Source: an optimization exercise on an open RTL-to-GDS flow (aim: small area and a short achievable clock period). Production flows keep margins and buffers that such runs may drop.
Where RTL was checked, it was by simulation tests only, not by an equivalence proof against the original.
No activity file was given, so power comes from the tool's default toggle rates.

==> 06-22: inputs <==
==> flow/design.v <==
module instr_register_pipe #(
  parameter int DEPTH = 32,
  parameter int OP_W  = 8,
  localparam int AW    = $clog2(DEPTH),
  localparam int RES_W = 2 * OP_W
) (
  input  logic                    clk,
  input  logic                    reset,
  input  logic                    load_en,
  input  logic [AW-1:0]           write_pointer,
  input  logic [2:0]              opcode,
  input  logic [OP_W-1:0]         operand_a,
  input  logic [OP_W-1:0]         operand_b,
  input  logic                    clear_en,
  input  logic                    rd_en,
  input  logic [AW-1:0]           read_pointer,
  output logic                    rd_valid,
  output logic                    rd_hit,
  output logic [2:0]              rd_opcode,
  output logic [OP_W-1:0]         rd_operand_a,
  output logic [OP_W-1:0]         rd_operand_b,
  output logic [RES_W-1:0]        rd_result,
  output logic                    rd_div0,
  output logic [AW:0]             entry_count,
  output logic                    full
);
  logic [OP_W-1:0] in_mag_a, in_mag_b;
  logic [OP_W+1:0] in_mag_b3;
  logic [1:0]      in_q0;
  logic [1:0]      in_r0;
  logic [1:0]      in_top;
  assign in_mag_a  = operand_a[OP_W-1] ? -operand_a : operand_a;
  assign in_mag_b  = operand_b[OP_W-1] ? -operand_b : operand_b;
  assign in_mag_b3 = {2'b00, in_mag_b} + {1'b0, in_mag_b, 1'b0};
  logic b_is1, b_is2;
  assign b_is1  = (operand_b == 8'h01) || (operand_b == 8'hFF);
  assign b_is2  = (operand_b == 8'h02) || (operand_b == 8'hFE);
  assign in_top = (operand_a == 8'h80) ? 2'd2 :
                  ((operand_a[7:6] == 2'b01) || (operand_a[7:6] == 2'b10) || (operand_a == 8'hC0)) ? 2'd1 : 2'd0;
  assign in_q0  = b_is1 ? in_top : (b_is2 && in_top[1]) ? 2'd1 : 2'd0;
  assign in_r0  = (b_is1 || (b_is2 && in_top[1])) ? 2'd0 : in_top;
  logic            s1_valid;
  logic [AW-1:0]   s1_ptr;
  logic [2:0]      s1_opcode;
  logic [OP_W-1:0] s1_a;
  logic [OP_W-1:0] s1_b;
  logic [OP_W-3:0] s1_mag_a;    
  logic [OP_W-1:0] s1_mag_b;
  logic [OP_W+1:0] s1_mag_b3;
  logic [1:0]      s1_q0;
  logic [1:0]      s1_r0;
  always_ff @(posedge clk) begin
    if (reset) s1_valid <= 1'b0;
    else       s1_valid <= load_en;
    s1_ptr    <= write_pointer;
    s1_opcode <= opcode;
    s1_a      <= operand_a;
    s1_b      <= operand_b;
    s1_mag_a  <= in_mag_a[OP_W-3:0];
    s1_mag_b  <= in_mag_b;
    s1_mag_b3 <= in_mag_b3;
    s1_q0     <= in_q0;
    s1_r0     <= in_r0;
  end
  logic signed [RES_W-1:0] a_ext, b_ext;
  assign a_ext = {{(RES_W-OP_W){s1_a[OP_W-1]}}, s1_a};
  assign b_ext = {{(RES_W-OP_W){s1_b[OP_W-1]}}, s1_b};
  function automatic logic [OP_W:0] r4_step(input logic [OP_W:0] r, input logic [OP_W-1:0] mb,
                                            input logic [OP_W+1:0] mb3);
    logic [OP_W+2:0] t1, t2, t3;
    t1 = {2'b00, r} - {3'b000, mb};
    t2 = {2'b00, r} - {2'b00, mb, 1'b0};
    t3 = {2'b00, r} - {1'b0, mb3};
    if (!t3[OP_W+2])      r4_step = {2'd3, t3[OP_W-2:0]};
    else if (!t2[OP_W+2]) r4_step = {2'd2, t2[OP_W-2:0]};
    else if (!t1[OP_W+2]) r4_step = {2'd1, t1[OP_W-2:0]};
    else                  r4_step = {2'd0, r[OP_W-2:0]};
  endfunction
  logic [OP_W:0]   st1, st2;
  logic [OP_W+2:0] last_r;      
  assign st1    = r4_step({5'd0, s1_r0, s1_mag_a[5:4]}, s1_mag_b, s1_mag_b3);
  assign st2    = r4_step({st1[OP_W-2:0], s1_mag_a[3:2]}, s1_mag_b, s1_mag_b3);
  assign last_r = {2'b00, st2[OP_W-2:0], s1_mag_a[1:0]};
  logic [OP_W+2:0] lt1, lt2, lt3, ln0, ln1, ln2, ln3;
  assign lt1 = last_r - {3'b000, s1_mag_b};
  assign lt2 = last_r - {2'b00, s1_mag_b, 1'b0};
  assign lt3 = last_r - {1'b0, s1_mag_b3};
  assign ln0 = -last_r;
  assign ln1 = {3'b000, s1_mag_b} - last_r;
  assign ln2 = {2'b00, s1_mag_b, 1'b0} - last_r;
  assign ln3 = {1'b0, s1_mag_b3} - last_r;
  logic [OP_W-1:0] mod_lo;      
  assign mod_lo = !lt3[OP_W+2] ? (s1_a[OP_W-1] ? ln3[OP_W-1:0] : lt3[OP_W-1:0]) :
                  !lt2[OP_W+2] ? (s1_a[OP_W-1] ? ln2[OP_W-1:0] : lt2[OP_W-1:0]) :
                  !lt1[OP_W+2] ? (s1_a[OP_W-1] ? ln1[OP_W-1:0] : lt1[OP_W-1:0]) :
                                 (s1_a[OP_W-1] ? ln0[OP_W-1:0] : last_r[OP_W-1:0]);
  logic [OP_W-1:0] uq;
  logic [1:0]      q_last;
  assign q_last = !lt3[OP_W+2] ? 2'd3 : !lt2[OP_W+2] ? 2'd2 : !lt1[OP_W+2] ? 2'd1 : 2'd0;
  assign uq     = {s1_q0, st1[OP_W:OP_W-1], st2[OP_W:OP_W-1], q_last};
  logic [RES_W-1:0] div_res, mod_res;
  assign div_res = (s1_a[OP_W-1] ^ s1_b[OP_W-1]) ? -{{(RES_W-OP_W){1'b0}}, uq} : {{(RES_W-OP_W){1'b0}}, uq};
  assign mod_res = {{(RES_W-OP_W){mod_lo[OP_W-1]}}, mod_lo};
  logic b_zero;
  assign b_zero = (s1_b == '0);
  localparam logic [RES_W-1:0] DIV0_CODE = {1'b1, {(RES_W-1){1'b0}}};
  logic [RES_W-1:0] alu_res;
  always_comb begin
    alu_res  = '0;
    case (s1_opcode)
      3'd0: alu_res = '0;
      3'd1: alu_res = a_ext;
      3'd2: alu_res = b_ext;
      3'd3: alu_res = a_ext + b_ext;
      3'd4: alu_res = a_ext - b_ext;
      3'd5: alu_res = a_ext * b_ext;
      3'd6:    alu_res = b_zero ? DIV0_CODE : div_res;
      default: alu_res = b_zero ? DIV0_CODE : mod_res;
    endcase
  end
  logic [2:0]       mem_opcode [DEPTH];
  logic [OP_W-1:0]  mem_a      [DEPTH];
  logic [OP_W-1:0]  mem_b      [DEPTH];
  logic [RES_W-1:0] mem_result [DEPTH];
  logic [DEPTH-1:0] valid_q;
  logic [AW:0]      count_q;
  for (genvar e = 0; e < DEPTH; e++) begin : g_mem
    always_ff @(posedge clk) begin
      if (s1_valid && s1_ptr == AW'(e)) begin
        mem_opcode[e] <= s1_opcode;
        mem_a[e]      <= s1_a;
        mem_b[e]      <= s1_b;
        mem_result[e] <= alu_res;
      end
    end
  end
  always_ff @(posedge clk) begin
    if (reset || clear_en) begin
      valid_q <= '0;
      count_q <= '0;
    end else if (s1_valid) begin
      valid_q[s1_ptr] <= 1'b1;
      if (!valid_q[s1_ptr]) count_q <= count_q + (AW+1)'(1);
    end
  end
  logic [DEPTH-1:0] rsel;
  logic             rd_take, rd_hold;
  assign rd_take = rd_en && !reset;
  assign rd_hold = !rd_en && !reset;
  for (genvar e = 0; e < DEPTH; e++) begin : g_rsel
    assign rsel[e] = rd_take && valid_q[e] && (read_pointer == AW'(e));
  end
  logic             rd_hit_d;
  logic [2:0]       rd_opcode_d;
  logic [OP_W-1:0]  rd_a_d, rd_b_d;
  logic [RES_W-1:0] rd_result_d;
  logic             rd_div0_d;
  always_comb begin
    rd_hit_d    = rd_hold & rd_hit;
    rd_opcode_d = {3{rd_hold}} & rd_opcode;
    rd_a_d      = {OP_W{rd_hold}} & rd_operand_a;
    rd_b_d      = {OP_W{rd_hold}} & rd_operand_b;
    rd_result_d = {RES_W{rd_hold}} & rd_result;
    rd_div0_d   = rd_hold & rd_div0;
    for (int e = 0; e < DEPTH; e++) begin
      rd_hit_d    = rd_hit_d    | rsel[e];
      rd_opcode_d = rd_opcode_d | ({3{rsel[e]}} & mem_opcode[e]);
      rd_a_d      = rd_a_d      | ({OP_W{rsel[e]}} & mem_a[e]);
      rd_b_d      = rd_b_d      | ({OP_W{rsel[e]}} & mem_b[e]);
      rd_result_d = rd_result_d | ({RES_W{rsel[e]}} &
                                   {mem_result[e][RES_W-1] & mem_result[e][RES_W-2], mem_result[e][RES_W-2:0]});
      rd_div0_d   = rd_div0_d   | (rsel[e] & mem_result[e][RES_W-1] & !mem_result[e][RES_W-2]);
    end
  end
  always_ff @(posedge clk) begin
    rd_valid     <= rd_take;
    rd_hit       <= rd_hit_d;
    rd_opcode    <= rd_opcode_d;
    rd_operand_a <= rd_a_d;
    rd_operand_b <= rd_b_d;
    rd_result    <= rd_result_d;
    rd_div0      <= rd_div0_d;
  end
  assign entry_count = count_q;
  assign full        = count_q[AW];
endmodule
==> flow/flow/run.sh <==
#!/bin/bash
# Standard layout, with timing repair aimed at a setup slack of SETUP_MARGIN ns
# so the achieved period is pushed below the constraint's period. The repair
# may pick any cell of the same function (not only the same footprint), and
# the port buffers are buf_4.
set -euo pipefail
SETUP_MARGIN=${SETUP_MARGIN:-22}
bash standard.sh SETUP_SLACK_MARGIN=$SETUP_MARGIN MATCH_CELL_FOOTPRINT=0 \
  "BUFFER_PORTS_ARGS=-buffer_cell sky130_fd_sc_hd__buf_4" finish > standard.log 2>&1
==> flow/standard.sh <==
#!/bin/bash
# synth_recipe.tcl (not shown) runs the flow's synth.tcl, then flattens the netlist and writes it again
# the make line also repeats each setting of config.mk as NAME=value (left out here)
make -C /OpenROAD-flow-scripts/flow DESIGN_CONFIG=/design/flow/config.mk WORK_HOME=/design/flow/orfs CLKGATE_MAP_FILE= SYNTH_SCRIPT=/design/flow/synth_recipe.tcl "${@:-finish}"
==> flow/config.mk <==
export PLATFORM = sky130hd
export DESIGN_NAME = instr_register_pipe
export DESIGN_NICKNAME = instr_register_pipe
export VERILOG_FILES = /design/flow/design.v
export SDC_FILE = /design/flow/constraint.sdc
export NUM_CORES = 4
export LEC_CHECK = 0
export CAP_MARGIN = 20
export CORE_MARGIN = 2
export CORE_UTILIZATION = 65
export CTS_BUF_LIST = sky130_fd_sc_hd__clkbuf_4
export CTS_CLUSTER_DIAMETER = 40
export CTS_CLUSTER_SIZE = 10
export PLACE_DENSITY = 0.75
export SLEW_MARGIN = 20
==> flow/constraint.sdc <==
create_clock -name core_clock -period 30.0 [get_ports {clk}]
set_input_delay 6.0000 -clock core_clock [delete_from_list [all_inputs] [get_ports {clk}]]
set_output_delay 6.0000 -clock core_clock [all_outputs]
set_load 0.01 [all_outputs]
==> inputs of 10-07, as changes to 06-22 <==
--- a/flow/design.v
+++ b/flow/design.v
@@ -126,3 +126,19 @@
   logic [AW:0]      count_q;
+  logic             s2_valid, s2_live;
+  logic [AW-1:0]    s2_ptr;
+  logic [RES_W-1:0] s2_res;
+  always_ff @(posedge clk) begin
+    if (reset) begin
+      s2_valid <= 1'b0;
+      s2_live  <= 1'b0;
+    end else begin
+      s2_valid <= s1_valid;
+      s2_live  <= s1_valid && !clear_en;
+    end
+    s2_ptr <= s1_ptr;
+    s2_res <= alu_res;
+  end
+  logic [DEPTH-1:0] pend;       
   for (genvar e = 0; e < DEPTH; e++) begin : g_mem
+    assign pend[e] = s2_valid && s2_ptr == AW'(e);
     always_ff @(posedge clk) begin
@@ -132,4 +148,4 @@
         mem_b[e]      <= s1_b;
-        mem_result[e] <= alu_res;
       end
+      if (pend[e]) mem_result[e] <= s2_res;
     end
@@ -145,8 +161,10 @@
   end
-  logic [DEPTH-1:0] rsel;
-  logic             rd_take, rd_hold;
+  logic [DEPTH-1:0] rsel, rsel_res;
+  logic             rd_take, rd_hold, rd_byp;
   assign rd_take = rd_en && !reset;
   assign rd_hold = !rd_en && !reset;
+  assign rd_byp  = rd_take && s2_live && (read_pointer == s2_ptr);
   for (genvar e = 0; e < DEPTH; e++) begin : g_rsel
-    assign rsel[e] = rd_take && valid_q[e] && (read_pointer == AW'(e));
+    assign rsel[e]     = rd_take && valid_q[e] && (read_pointer == AW'(e));
+    assign rsel_res[e] = rd_take && valid_q[e] && !pend[e] && (read_pointer == AW'(e));
   end
@@ -162,4 +180,5 @@
     rd_b_d      = {OP_W{rd_hold}} & rd_operand_b;
-    rd_result_d = {RES_W{rd_hold}} & rd_result;
-    rd_div0_d   = rd_hold & rd_div0;
+    rd_result_d = ({RES_W{rd_hold}} & rd_result) |
+                  ({RES_W{rd_byp}} & {s2_res[RES_W-1] & s2_res[RES_W-2], s2_res[RES_W-2:0]});
+    rd_div0_d   = (rd_hold & rd_div0) | (rd_byp & s2_res[RES_W-1] & !s2_res[RES_W-2]);
     for (int e = 0; e < DEPTH; e++) begin
@@ -169,5 +188,5 @@
       rd_b_d      = rd_b_d      | ({OP_W{rsel[e]}} & mem_b[e]);
-      rd_result_d = rd_result_d | ({RES_W{rsel[e]}} &
+      rd_result_d = rd_result_d | ({RES_W{rsel_res[e]}} &
                                    {mem_result[e][RES_W-1] & mem_result[e][RES_W-2], mem_result[e][RES_W-2:0]});
-      rd_div0_d   = rd_div0_d   | (rsel[e] & mem_result[e][RES_W-1] & !mem_result[e][RES_W-2]);
+      rd_div0_d   = rd_div0_d   | (rsel_res[e] & mem_result[e][RES_W-1] & !mem_result[e][RES_W-2]);
     end
ABC_AREA = 1   (was unset)
CTS_BUF_LIST = sky130_fd_sc_hd__clkbuf_8   (was sky130_fd_sc_hd__clkbuf_4)
CTS_CLUSTER_DIAMETER = unset   (was 40)
CTS_CLUSTER_SIZE = 30   (was 10)
==> inputs of 10-04, as changes to 06-22 <==
CTS_BUF_LIST = unset   (was sky130_fd_sc_hd__clkbuf_4)
CTS_CLUSTER_DIAMETER = unset   (was 40)
CTS_CLUSTER_SIZE = unset   (was 10)
==> notes <==
06-22 finished clean. 10-04 passed the timing, design-rule and antenna checks. 10-07 produced a clean layout.
Sequential cell count: 10-04 is lower than 10-07 (23).
In synthesized area, 10-04 and 06-22 do not differ.
The highest clock power belongs to 10-04, the lowest to 06-22.
Sequential power is about the same in 06-22 and 10-07.
Via count, lowest first: 06-22, 10-04, 10-07.
Non-clock buffer count, lowest first: 10-07, 06-22, 10-04.
Count of clock-buffer cells in the layout: 10-04 is lower than 06-22 (78).
Against 10-07, the combinational power of 06-22 is larger by about 20%.
==> figures <==
quantity                                                                               10-04                      06-22                      10-07
Worst Setup EP                                                       rd_operand_b[3]$_DFF_P_    rd_operand_a[6]$_DFF_P_    rd_operand_b[7]$_DFF_P_
Power dissipated in combinational cells                                               979 µW                     969 µW                     802 µW
Wire length of the first global-routing pass                                          241 mm                     239 mm                     214 mm
Worst reg2reg path startpoint                                            s1_mag_b[3]$_DFF_P_        s1_mag_a[5]$_DFF_P_       s1_mag_b3[0]$_DFF_P_
Worst setup margin                                                                  21870 ps                   22030 ps                   21950 ps
Final worst-path cycle share                                                           27.1%                      26.6%                      26.8%
Outcome                                                                       finished clean             finished clean             finished clean
Core area                                                                         0.0802 mm²                 0.0802 mm²                 0.0836 mm²
Sequential cell area share                                                             61.0%                      63.2%                      59.8%
Post-Syn Instances                                                                      3518                       3518                       4542
Req. time, crit path                                                                30640 ps                   30960 ps                   30670 ps
Reported clock group power                                                           1.51 mW                     972 µW                    1.36 mW
R2R depth                                                                                 30                         32                         40
Layout clock buffers                                                                     156                        234                        213
Storage cell area                                                                 0.0362 mm²                 0.0362 mm²                 0.0366 mm²
Root buf cell                                                     sky130_fd_sc_hd__clkbuf_16  sky130_fd_sc_hd__clkbuf_4  sky130_fd_sc_hd__clkbuf_8
Final weighted congestion of routability-driven global placement                        1.00                       1.00                      0.960
Only the layout flow was run in 10-07; the RTL was not checked for function there.

-- static timing again, ports no longer ideal --
The results above use ideal ports. As a check the final layouts listed here were re-extracted and re-timed, cells and wires unchanged.
Step 1 (the two cells are an assumption about what drives the block):
set clk [get_ports {clk}]
set_driving_cell -lib_cell sky130_fd_sc_hd__clkbuf_16 $clk
set_driving_cell -lib_cell sky130_fd_sc_hd__buf_2 [delete_from_list [all_inputs] $clk]
Step 2 moves the port delays by t, midway between the first and last clock arrival at a register: inputs arrive t later, outputs are due t later. That takes back most of the time a late clock gives input paths.
a / b / c = no drivers / after step 1 / after step 2; a / b = the first two.
| run | t (ns) | setup slack, ns | clock arrival spread, ns | pins driven straight from the clock port |
|---|---|---|---|---|
| 06-22 | 1.099 | 22.031 / 22.070 / 20.972 | 0.082 / 0.083 | 1 |
| 10-07 | 0.910 | 21.949 / 21.985 / 21.075 | 0.064 / 0.064 | 1 |
| 10-04 | 0.756 | 21.873 / 21.917 / 21.161 | 0.066 / 0.066 | 1 |
After both steps every run listed still meets setup and hold. For 06-22, which loses most, drivers alone change the setup slack by +0.039 ns; drivers and shift together by -1.059 ns.
